This is an optimization exercise on Yosys and OpenROAD, whose aim is small area, a short achievable clock period and few clock cycles, not a production implementation.
RTL that was checked went through simulation tests only; none was proved equivalent to the original.

run 1:
// aggregate_top
module aggregate_top (
	input logic clk,
	input logic rst,
	input logic start,
	input logic [agg_pkg::COUNT_W-1:0] num_vertices,
	input logic rec_valid,
	input logic [link_pkg::REC_W-1:0] rec,
	output logic credit_return,
	input logic load_we,
	input logic [agg_pkg::VADDR_W-1:0] load_addr,
	input logic [agg_pkg::FEAT_W-1:0] load_data,
	input logic [agg_pkg::VADDR_W-1:0] rd_addr,
	output logic [agg_pkg::FEAT_W-1:0] rd_data,
	output logic busy,
	output logic done
);
	logic [link_pkg::REC_W-1:0] head;
	logic head_valid;
	logic [agg_pkg::VADDR_W-1:0] head_addr;
	logic pop;
	logic [agg_pkg::VADDR_W-1:0] src_rd_addr;
	logic src_rd_en;
	logic [agg_pkg::FEAT_W-1:0] src_data;
	logic [agg_pkg::ISSUE_W-1:0] issue;
	logic dst_we;
	logic [agg_pkg::VADDR_W-1:0] dst_addr;
	logic [agg_pkg::FEAT_W-1:0] dst_data;
	record_ingress ingress_i (
		.clk(clk),
		.rst(rst),
		.rec_valid(rec_valid),
		.rec(rec),
		.pop(pop),
		.head(head),
		.head_valid(head_valid),
		.head_addr(head_addr),
		.credit_return(credit_return)
	);
	aggregate_ctrl ctrl_i (
		.clk(clk),
		.rst(rst),
		.start(start),
		.num_vertices(num_vertices),
		.head(head),
		.head_valid(head_valid),
		.head_addr_q(head_addr),
		.load_we(load_we),
		.pop(pop),
		.src_rd_addr(src_rd_addr),
		.src_rd_en(src_rd_en),
		.issue(issue),
		.done(done),
		.busy(busy)
  ...
For scale: roughly 6400 cells after synthesis, roughly 2500 flip-flops, roughly 180 I/O pins, ~0.10 mm2 of cells after synthesis.
==> flow/config.mk <==
export PLATFORM = sky130hd
export DESIGN_NAME = aggregate_top
export DESIGN_NICKNAME = aggregate_top
export VERILOG_FILES = /design/flow/design.v
export SDC_FILE = /design/flow/constraint.sdc
export NUM_CORES = 4
export LEC_CHECK = 0
export CAP_MARGIN = 20
export CORE_MARGIN = 2
export CORE_UTILIZATION = 40
export CTS_BUF_LIST = sky130_fd_sc_hd__clkbuf_16
export CTS_CLUSTER_DIAMETER = 70
export CTS_CLUSTER_SIZE = 24
export SETUP_SLACK_MARGIN = 5
export SLEW_MARGIN = 20
==> flow/constraint.sdc <==
create_clock -name core_clock -period 8.5 [get_ports {clk}]
set_input_delay 1.7000 -clock core_clock [delete_from_list [all_inputs] [get_ports {clk}]]
set_output_delay 1.7000 -clock core_clock [all_outputs]
set_load 0.01 [all_outputs]
standard.sh (not shown) runs the stock make flow with config.mk's settings and CLKGATE_MAP_FILE= SYNTH_SCRIPT=/design/flow/synth_recipe.tcl, a recipe that flattens the netlist after the stock synthesis.
==> flow/flow/run.sh <==
#!/bin/bash
set -euo pipefail
MARGIN=5.7
sed "s/SETUP_SLACK_MARGIN=[0-9.]*/SETUP_SLACK_MARGIN=$MARGIN/" standard.sh > standard_margin.sh
grep -q "SETUP_SLACK_MARGIN=$MARGIN" standard_margin.sh
bash standard_margin.sh > standard.log 2>&1
Relative to run 1, the following input files were edited for run 2:
diff --git a/flow/flow/run.sh b/flow/flow/run.sh
--- a/flow/flow/run.sh
+++ b/flow/flow/run.sh
@@ -3 +3 @@
-MARGIN=5.7
+MARGIN=5.4
Results
Cell area was higher in run 1 than in run 2. Summary of the comparison: number of antenna violations at the first check in global routing is lower in run 2, relative to run 1. On routed wire length, run 1 loses to run 2.
Changes in run 3 relative to run 2:
==> flow/run.sh (new file) <==
#!/bin/bash
# synth_recipe.tcl (not shown) runs the flow's synth.tcl, then flattens the netlist and writes it again
# the make line also repeats each setting of config.mk as NAME=value (left out here)
make -C /OpenROAD-flow-scripts/flow DESIGN_CONFIG=/design/flow/config.mk WORK_HOME=/design/flow/orfs CLKGATE_MAP_FILE= SYNTH_SCRIPT=/design/flow/synth_recipe.tcl finish
removed: flow/flow/run.sh
removed: flow/standard.sh
Run 3 has global-route usage below what run 2 had.
Run 3 and run 2 ended up with roughly the same clock network contribution to total cell area.
Re met2 wire length: run 2 was higher than run 3.
Run 3: worst setup slack after layout is 0.12 ns lower than what run 2 reported.
Run 2 vs run 3, cell with the biggest individual delay on the critical path: sky130_fd_sc_hd__fa_2 vs sky130_fd_sc_hd__buf_6
Run 2 was routed with more vias than run 3.
Sum of met3 wire segment lengths after detailed routing (run 3 / run 2): 0.927
In run 3, the number of cells traversed by the worst register-to-register path came out 2 below the value in run 2.
### run 3 -> run 4
diff --git a/flow/config.mk b/flow/config.mk
--- a/flow/config.mk
+++ b/flow/config.mk
@@ -12,2 +12,3 @@
-export CTS_CLUSTER_DIAMETER = 70
-export CTS_CLUSTER_SIZE = 24
+export CTS_CLUSTER_DIAMETER = 90
+export CTS_CLUSTER_SIZE = 32
+export PLACE_DENSITY = 0.5
In the reports for run 4 and run 3, the smaller headroom to the max-slew limit belongs to run 3.
Delta (run 4 minus run 3): final layout net count went down about 0.6%; post-route cell area now sits lower; period utilization went down; total global routing track utilization +1.1 points.
Compared with run 3, run 4 instantiates a smaller number of standard cells.
Summary of run 4 over run 3: clock latency at the later pin of the worst-skew pair held; detailed-route wire length went up 13000 um.
Inputs modified between run 4 and run 5:
diff --git a/flow/config.mk b/flow/config.mk
--- a/flow/config.mk
+++ b/flow/config.mk
@@ -12,4 +12,3 @@
-export CTS_CLUSTER_DIAMETER = 90
-export CTS_CLUSTER_SIZE = 32
-export PLACE_DENSITY = 0.5
-export SETUP_SLACK_MARGIN = 5
+export CTS_CLUSTER_DIAMETER = 70
+export CTS_CLUSTER_SIZE = 24
+export SETUP_SLACK_MARGIN = 4.5
==> run notes <==
Per the final summary, run 5 finished and its layout is clean on timing, DRC and antenna.
Maximum single-stage delay on the critical path delta for run 5 relative to run 4: 0.30 ns higher
The non-clock buffer count in run 4 is 1.17 times that in run 5.
Looking at total setup buffers inserted after CTS, run 5 sits 34 below run 4.
Comparing the two runs side by side, run 5 comes out behind run 4 on worst hold slack.
Note that the count of clock-net buffers in the final layout recorded for run 4 amounts to 0.824 times the value seen in run 5.
Routed wire length (lower): run 5
Final instance count without filler cells, run 5 vs run 4: down slightly
Between run 5 and run 4, the vertical die dimension does not differ in any meaningful way.
The via count of run 5 exceeds that of run 4 by about 1.5%.
No functional check of the RTL was part of any run of this note.

== run A ==
aggregate_top, a different RTL version from the one above (not shown whole).
For scale: ~6,400 cells after synthesis, about 180 I/O pins.
// aggregate_top
module aggregate_top (
	input logic clk,
	input logic rst,
	input logic start,
	input logic [agg_pkg::COUNT_W-1:0] num_vertices,
	input logic rec_valid,
	input logic [link_pkg::REC_W-1:0] rec,
	output logic credit_return,
	input logic load_we,
	input logic [agg_pkg::VADDR_W-1:0] load_addr,
	input logic [agg_pkg::FEAT_W-1:0] load_data,
	input logic [agg_pkg::VADDR_W-1:0] rd_addr,
	output logic [agg_pkg::FEAT_W-1:0] rd_data,
	output logic busy,
	output logic done
);
	logic [link_pkg::REC_W-1:0] head;
	logic head_valid;
	logic [agg_pkg::VADDR_W-1:0] head_addr;
	logic pop;
	logic [agg_pkg::VADDR_W-1:0] src_rd_addr;
	logic src_rd_en;
	logic [agg_pkg::FEAT_W-1:0] src_data;
	logic [agg_pkg::ISSUE_W-1:0] issue;
	logic [agg_pkg::CODE_W-1:0] code_n;
	logic dst_we;
	logic [agg_pkg::VADDR_W-1:0] dst_addr;
	logic [agg_pkg::FEAT_W-1:0] dst_data;
	record_ingress ingress_i (
		.clk(clk),
		.rst(rst),
		.rec_valid(rec_valid),
		.rec(rec),
		.pop(pop),
		.head(head),
		.head_valid(head_valid),
		.head_addr(head_addr),
		.credit_return(credit_return)
	);
	aggregate_ctrl ctrl_i (
		.clk(clk),
		.rst(rst),
		.start(start),
  ...
==> flow/config.mk <==
export PLATFORM = sky130hd
export DESIGN_NAME = aggregate_top
export DESIGN_NICKNAME = aggregate_top
export VERILOG_FILES = /design/flow/design.v
export SDC_FILE = /design/flow/constraint.sdc
export NUM_CORES = 4
export LEC_CHECK = 0
export CAP_MARGIN = 20
export CORE_MARGIN = 2
export CORE_UTILIZATION = 40
export CTS_BUF_LIST = sky130_fd_sc_hd__clkbuf_16
export CTS_CLUSTER_DIAMETER = 70
export CTS_CLUSTER_SIZE = 24
export SETUP_SLACK_MARGIN = 5
export SLEW_MARGIN = 20
==> flow/constraint.sdc <==
create_clock -name core_clock -period 8.5 [get_ports {clk}]
set_input_delay 1.7000 -clock core_clock [delete_from_list [all_inputs] [get_ports {clk}]]
set_output_delay 1.7000 -clock core_clock [all_outputs]
set_load 0.01 [all_outputs]
==> flow/flow/run.sh <==
#!/bin/bash
set -euo pipefail
MARGIN=5.4
PORTBUF=sky130_fd_sc_hd__buf_4
sed -e "s/SETUP_SLACK_MARGIN=[0-9.]*/SETUP_SLACK_MARGIN=$MARGIN/" \
    -e "s/ \"\${@:-finish}\"/ BUFFER_PORTS_ARGS=\"-buffer_cell $PORTBUF\" \"\${@:-finish}\"/" standard.sh > standard_margin.sh
grep -q "SETUP_SLACK_MARGIN=$MARGIN" standard_margin.sh
grep -q "BUFFER_PORTS_ARGS" standard_margin.sh
bash standard_margin.sh > standard.log 2>&1
Testbench counts of run A, summed over its fixed seeds: cycles 3,824.
Modified inputs, run B compared to run A
==> flow/flow/run.sh <==
#!/bin/bash
set -euo pipefail
MARGIN=5.55
sed "s/SETUP_SLACK_MARGIN=[0-9.]*/SETUP_SLACK_MARGIN=$MARGIN/" standard.sh > standard_margin.sh
grep -q "SETUP_SLACK_MARGIN=$MARGIN" standard_margin.sh
bash standard_margin.sh > standard.log 2>&1
Notes after the runs:
- Looking at combined area of the multi-input logic cells, run B sits 1100 um2 higher than run A does.
- Status: met3 demand-to-capacity share in global routing parity (run A, run B)
- Going from run A to run B, the post-placement setup slack was found to have gone down by 0.61 ns.
- Run B vs run A: critical path's largest stage delay down
- Number of buffers inserted by post-CTS setup repair came out higher on run B than on run A.
- In the tables for run A and run B, area overhead of the layout relative to synthesis reads higher with run B.
- Changes observed in run B relative to run A: cell depth of the worst hold path decreased 1.
- Per the comparison of run B with run A, portion of the clock cycle consumed by the worst path in the final layout lost 2.0 points.
## Diff of input files: run C against run B
==> flow/flow/run.sh <==
#!/bin/bash
set -euo pipefail
MARGIN=5.4
sed "s/SETUP_SLACK_MARGIN=[0-9.]*/SETUP_SLACK_MARGIN=$MARGIN/" standard.sh > standard_margin.sh
grep -q "SETUP_SLACK_MARGIN=$MARGIN" standard_margin.sh
bash standard_margin.sh > standard.log 2>&1
- Run C completed every stage of the flow, and the final layout passed the timing, design-rule and antenna checks.
- Run C: post-route minimum period is 0.018 ns higher than what run B reported.
- Vias after detailed routing essentially unchanged between run B and run C.
- Run C against run B: worst setup slack shows a reduction of 0.018 ns; mean number of vias per cell now larger.
Setup changes, run C to run D
- PLACE_DENSITY newly set to 0.68
==> flow/flow/run.sh <==
#!/bin/bash
set -euo pipefail
MARGIN=5.4
PORTBUF=sky130_fd_sc_hd__buf_2
sed -e "s/SETUP_SLACK_MARGIN=[0-9.]*/SETUP_SLACK_MARGIN=$MARGIN/" \
    -e "s/ \"\${@:-finish}\"/ BUFFER_PORTS_ARGS=\"-buffer_cell $PORTBUF\" \"\${@:-finish}\"/" standard.sh > standard_margin.sh
grep -q "SETUP_SLACK_MARGIN=$MARGIN" standard_margin.sh
grep -q "BUFFER_PORTS_ARGS" standard_margin.sh
bash standard_margin.sh > standard.log 2>&1
### Flow results
Run C has a lower number of search-and-repair iterations in the first detailed-routing pass than run D. Status: via count of the first global-routing pass parity (run D, run C). The final reports for run D and run C show setup slack higher in the former.
Input changes introduced in run E (baseline for comparison: run D):
- removing PLACE_DENSITY (formerly 0.68)
### Flow results
In the flow results for run D and run E, the total wire length after detailed routing is smaller on run D. Compared with run D, run E shows non-clock buffer count that has gone up by a few percent. Re per-instance average area after synthesis: no difference whatsoever between run E and run D.
What run F does differently from run E at the input level:
- PLACE_DENSITY now 0.68, previously not set
- GPL_ROUTABILITY_DRIVEN now 0, previously not set
Run F vs run E — total length of routed wires dropped by a few percent
From run F to run E, flip-flop and latch count did not move at all.
Of run E and run F, the run reporting the lower final critical path time including I/O delays and setup was run F.
Run E → run F: met3 global-route usage moved up, non-clock buffering overhead in the final layout level.

Setup of job 596:
aggregate_top, a different RTL version from the one above (not shown whole).
Size: about 6200 cells after synthesis, ~2500 flip-flops, about 180 I/O pins, about 100000 µm² of cells after synthesis.
Design aggregate_top, start of the top module:
module aggregate_top (
	input logic clk,
	input logic rst,
	input logic start,
	input logic [agg_pkg::COUNT_W-1:0] num_vertices,
	input logic rec_valid,
	input logic [link_pkg::REC_W-1:0] rec,
	output logic credit_return,
	input logic load_we,
	input logic [agg_pkg::VADDR_W-1:0] load_addr,
	input logic [agg_pkg::FEAT_W-1:0] load_data,
	input logic [agg_pkg::VADDR_W-1:0] rd_addr,
	output logic [agg_pkg::FEAT_W-1:0] rd_data,
	output logic busy,
	output logic done
);
	logic [link_pkg::REC_W-1:0] head;
	logic head_valid;
	logic [agg_pkg::VADDR_W-1:0] head_addr;
	logic pop;
	logic [agg_pkg::VADDR_W-1:0] src_rd_addr;
	logic src_rd_en;
	logic [agg_pkg::FEAT_W-1:0] src_data;
	logic [agg_pkg::ISSUE_W-1:0] issue;
	logic dst_we;
	logic [agg_pkg::VADDR_W-1:0] dst_addr;
	logic [agg_pkg::FEAT_W-1:0] dst_data;
	record_ingress ingress_i (
		.clk(clk),
		.rst(rst),
		.rec_valid(rec_valid),
		.rec(rec),
		.pop(pop),
		.head(head),
		.head_valid(head_valid),
		.head_addr(head_addr),
		.credit_return(credit_return)
	);
	aggregate_ctrl ctrl_i (
		.clk(clk),
		.rst(rst),
		.start(start),
		.num_vertices(num_vertices),
		.head(head),
		.head_valid(head_valid),
		.head_addr_q(head_addr),
		.load_we(load_we),
		.pop(pop),
		.src_rd_addr(src_rd_addr),
		.src_rd_en(src_rd_en),
		.issue(issue),
		.done(done),
		.busy(busy)
	);
	feature_buffer #(.FWD(0)) src_buf_i (  
		.clk(clk),
		.we(load_we),
		.wr_addr(load_addr),
		.wr_data(load_data),
		.rd_en(src_rd_en),
		.rd_addr(src_rd_addr),
		.rd_data(src_data)
	);
	vector_mac mac_i (
		.clk(clk),
		.rst(rst),
		.issue(issue),
		.src_data(src_data),
		.dst_we(dst_we),
		.dst_addr(dst_addr),
		.dst_data(dst_data)
	);
	feature_buffer #(.FWD(1)) dst_buf_i (  
		.clk(clk),
		.we(dst_we),
		.wr_addr(dst_addr),
		.wr_data(dst_data),
		.rd_en(1'b1),
		.rd_addr(rd_addr),
		.rd_data(rd_data)
	);
endmodule
==> flow/config.mk <==
export PLATFORM = sky130hd
export DESIGN_NAME = aggregate_top
export DESIGN_NICKNAME = aggregate_top
export VERILOG_FILES = /design/flow/design.v
export SDC_FILE = /design/flow/constraint.sdc
export NUM_CORES = 4
export LEC_CHECK = 0
export CAP_MARGIN = 20
export CORE_MARGIN = 2
export CORE_UTILIZATION = 40
export CTS_BUF_LIST = sky130_fd_sc_hd__clkbuf_16
export CTS_CLUSTER_DIAMETER = 70
export CTS_CLUSTER_SIZE = 24
export SETUP_SLACK_MARGIN = 5
export SLEW_MARGIN = 20
==> flow/constraint.sdc <==
create_clock -name core_clock -period 8.5 [get_ports {clk}]
set_input_delay 1.7000 -clock core_clock [delete_from_list [all_inputs] [get_ports {clk}]]
set_output_delay 1.7000 -clock core_clock [all_outputs]
set_load 0.01 [all_outputs]
==> flow/flow/run.sh <==
#!/bin/bash
set -euo pipefail
MARGIN=5.4
sed "s/SETUP_SLACK_MARGIN=[0-9.]*/SETUP_SLACK_MARGIN=$MARGIN/" standard.sh > standard_margin.sh
grep -q "SETUP_SLACK_MARGIN=$MARGIN" standard_margin.sh
bash standard_margin.sh > standard.log 2>&1
Job 596 closes out successfully: all stages finished, all timing, DRC and antenna checks passed.
Testbench counts of job 596, summed over its fixed seeds: cycles 3,824.
Input-level comparison between job 3483 and job 596:
Settings: PLACE_DENSITY newly set to 0.7; CORE_UTILIZATION changed from 40 to 55.
==> flow/run.sh (new file) <==
#!/bin/bash
# synth_recipe.tcl (not shown) runs the flow's synth.tcl, then flattens the netlist and writes it again
# the make line also repeats each setting of config.mk as NAME=value (left out here)
make -C /OpenROAD-flow-scripts/flow DESIGN_CONFIG=/design/flow/config.mk WORK_HOME=/design/flow/orfs CLKGATE_MAP_FILE= SYNTH_SCRIPT=/design/flow/synth_recipe.tcl finish
removed: flow/flow/run.sh
removed: flow/standard.sh
NOTE multi-input logic area job 596->job 3483 decreased by a few percent. Run comparison: job 596 slowest cell on the critical path fa_2; job 3483 slowest cell on the critical path buf_4. Job 3483 ends up with lower area growth from synthesis to final layout than job 596 does. Job 3483 vs. job 596: routed wire length went down, via count shows a reduction of 1066, fmax went down, worst setup slack lost 0.19 ns. Compared job 3483 vs job 596, and post-CTS setup-driven buffer insertion count is down in job 3483.
Setup changes, job 3483 to job 7909
Settings: clearing PLACE_DENSITY, which used to be 0.7; clearing CTS_BUF_LIST, which used to be sky130_fd_sc_hd__clkbuf_16; swapping 55 for 40 in CORE_UTILIZATION; clearing CTS_CLUSTER_DIAMETER, which used to be 70; clearing CTS_CLUSTER_SIZE, which used to be 24.
Findings:
Across both runs, cell count was higher for job 7909 than for job 3483.
Job 7909 does worse than job 3483 on wire length.
Re fraction of met3 tracks used by global routing: job 7909 is 0.59 points down on job 3483.
The maximum achievable frequency number comes out lower for job 3483 vs job 7909.
Job 7909 vs. job 3483: hold slack rose 0.0053 ns; number of combinational gates with multiple inputs held steady.
What job 1236 does differently from job 7909 at the input level:
Settings: an added CTS_CLUSTER_DIAMETER of 70; an added CTS_CLUSTER_SIZE of 24; an added ABC_AREA of 1; an added CTS_BUF_LIST of sky130_fd_sc_hd__clkbuf_16.
Job 1236 was carried through to the last stage, and its layout satisfied the timing, design-rule and antenna checks.
Comparing pin count of the biggest net entering global routing for job 1236 and job 7909, the smaller number came from job 7909.
Job 1236 against job 7909: delay contributed by the slowest stage of the critical path moved up, area after synthesis went up by 3300 µm², worst hold path cell count climbed 1, met2 global-route usage higher, clock latency at the later pin of the worst-skew pair decreased by 0.09 ns relative to the old numbers.

==> afterwards: timing with drivers on the ports <==
The flow's constraints put no driver on any port. The routed layouts listed below were extracted and timed again, unchanged, in two steps.
Step 1 assumes that a clkbuf_16 drives the clock port and a buf_2 every other input.
Step 2 times the ports against the registers' clock, not the clock port: input delays grow and output delays shrink by t, the midpoint of the rising clock arrivals with the driver on.
a / b / c = ideal ports / drivers / drivers and shift; a / b = the first two.
run | t (ns) | setup WS [ns] | worst register clock-pin slew, ns | worst data-port slew with drivers (ns)
run 1 | 0.921 | 5.212 / 5.212 / 4.739 | 0.10 / 0.10 | 0.21
run 2 | 0.923 | 5.121 / 5.121 / 4.460 | 0.10 / 0.10 | 0.22
run 3 | 0.912 | 4.999 / 5.000 / 4.120 | 0.10 / 0.10 | 0.21
run 4 | 0.914 | 5.022 / 4.973 / 4.156 | 0.13 / 0.13 | 0.13
run 5 | 0.914 | 4.464 / 4.497 / 3.583 | 0.10 / 0.10 | 0.22
run A | 0.924 | 5.095 / 5.095 / 4.538 | 0.10 / 0.10 | 0.17
run B | 0.940 | 5.263 / 5.263 / 4.625 | 0.10 / 0.10 | 0.21
run C | 0.929 | 5.244 / 5.244 / 4.501 | 0.10 / 0.10 | 0.16
run D | 0.933 | 5.279 / 5.279 / 4.551 | 0.11 / 0.11 | 0.18
run E | 0.926 | 5.250 / 5.250 / 4.548 | 0.10 / 0.10 | 0.20
run F | 0.933 | 5.279 / 5.279 / 4.551 | 0.11 / 0.11 | 0.18
job 596 | 0.951 | 5.047 / 5.047 / 4.391 | 0.10 / 0.10 | 0.15
job 3483 | 0.932 | 4.854 / 4.854 / 4.056 | 0.10 / 0.10 | 0.18
job 7909 | 1.018 | 4.977 / 4.974 / 4.052 | 0.06 / 0.06 | 0.15
job 1236 | 0.950 | 4.932 / 4.932 / 4.135 | 0.10 / 0.10 | 0.17
After both steps every run listed still meets setup and hold. For job 7909, which loses most, drivers alone change the setup slack by -0.003 ns; drivers and shift together by -0.925 ns.
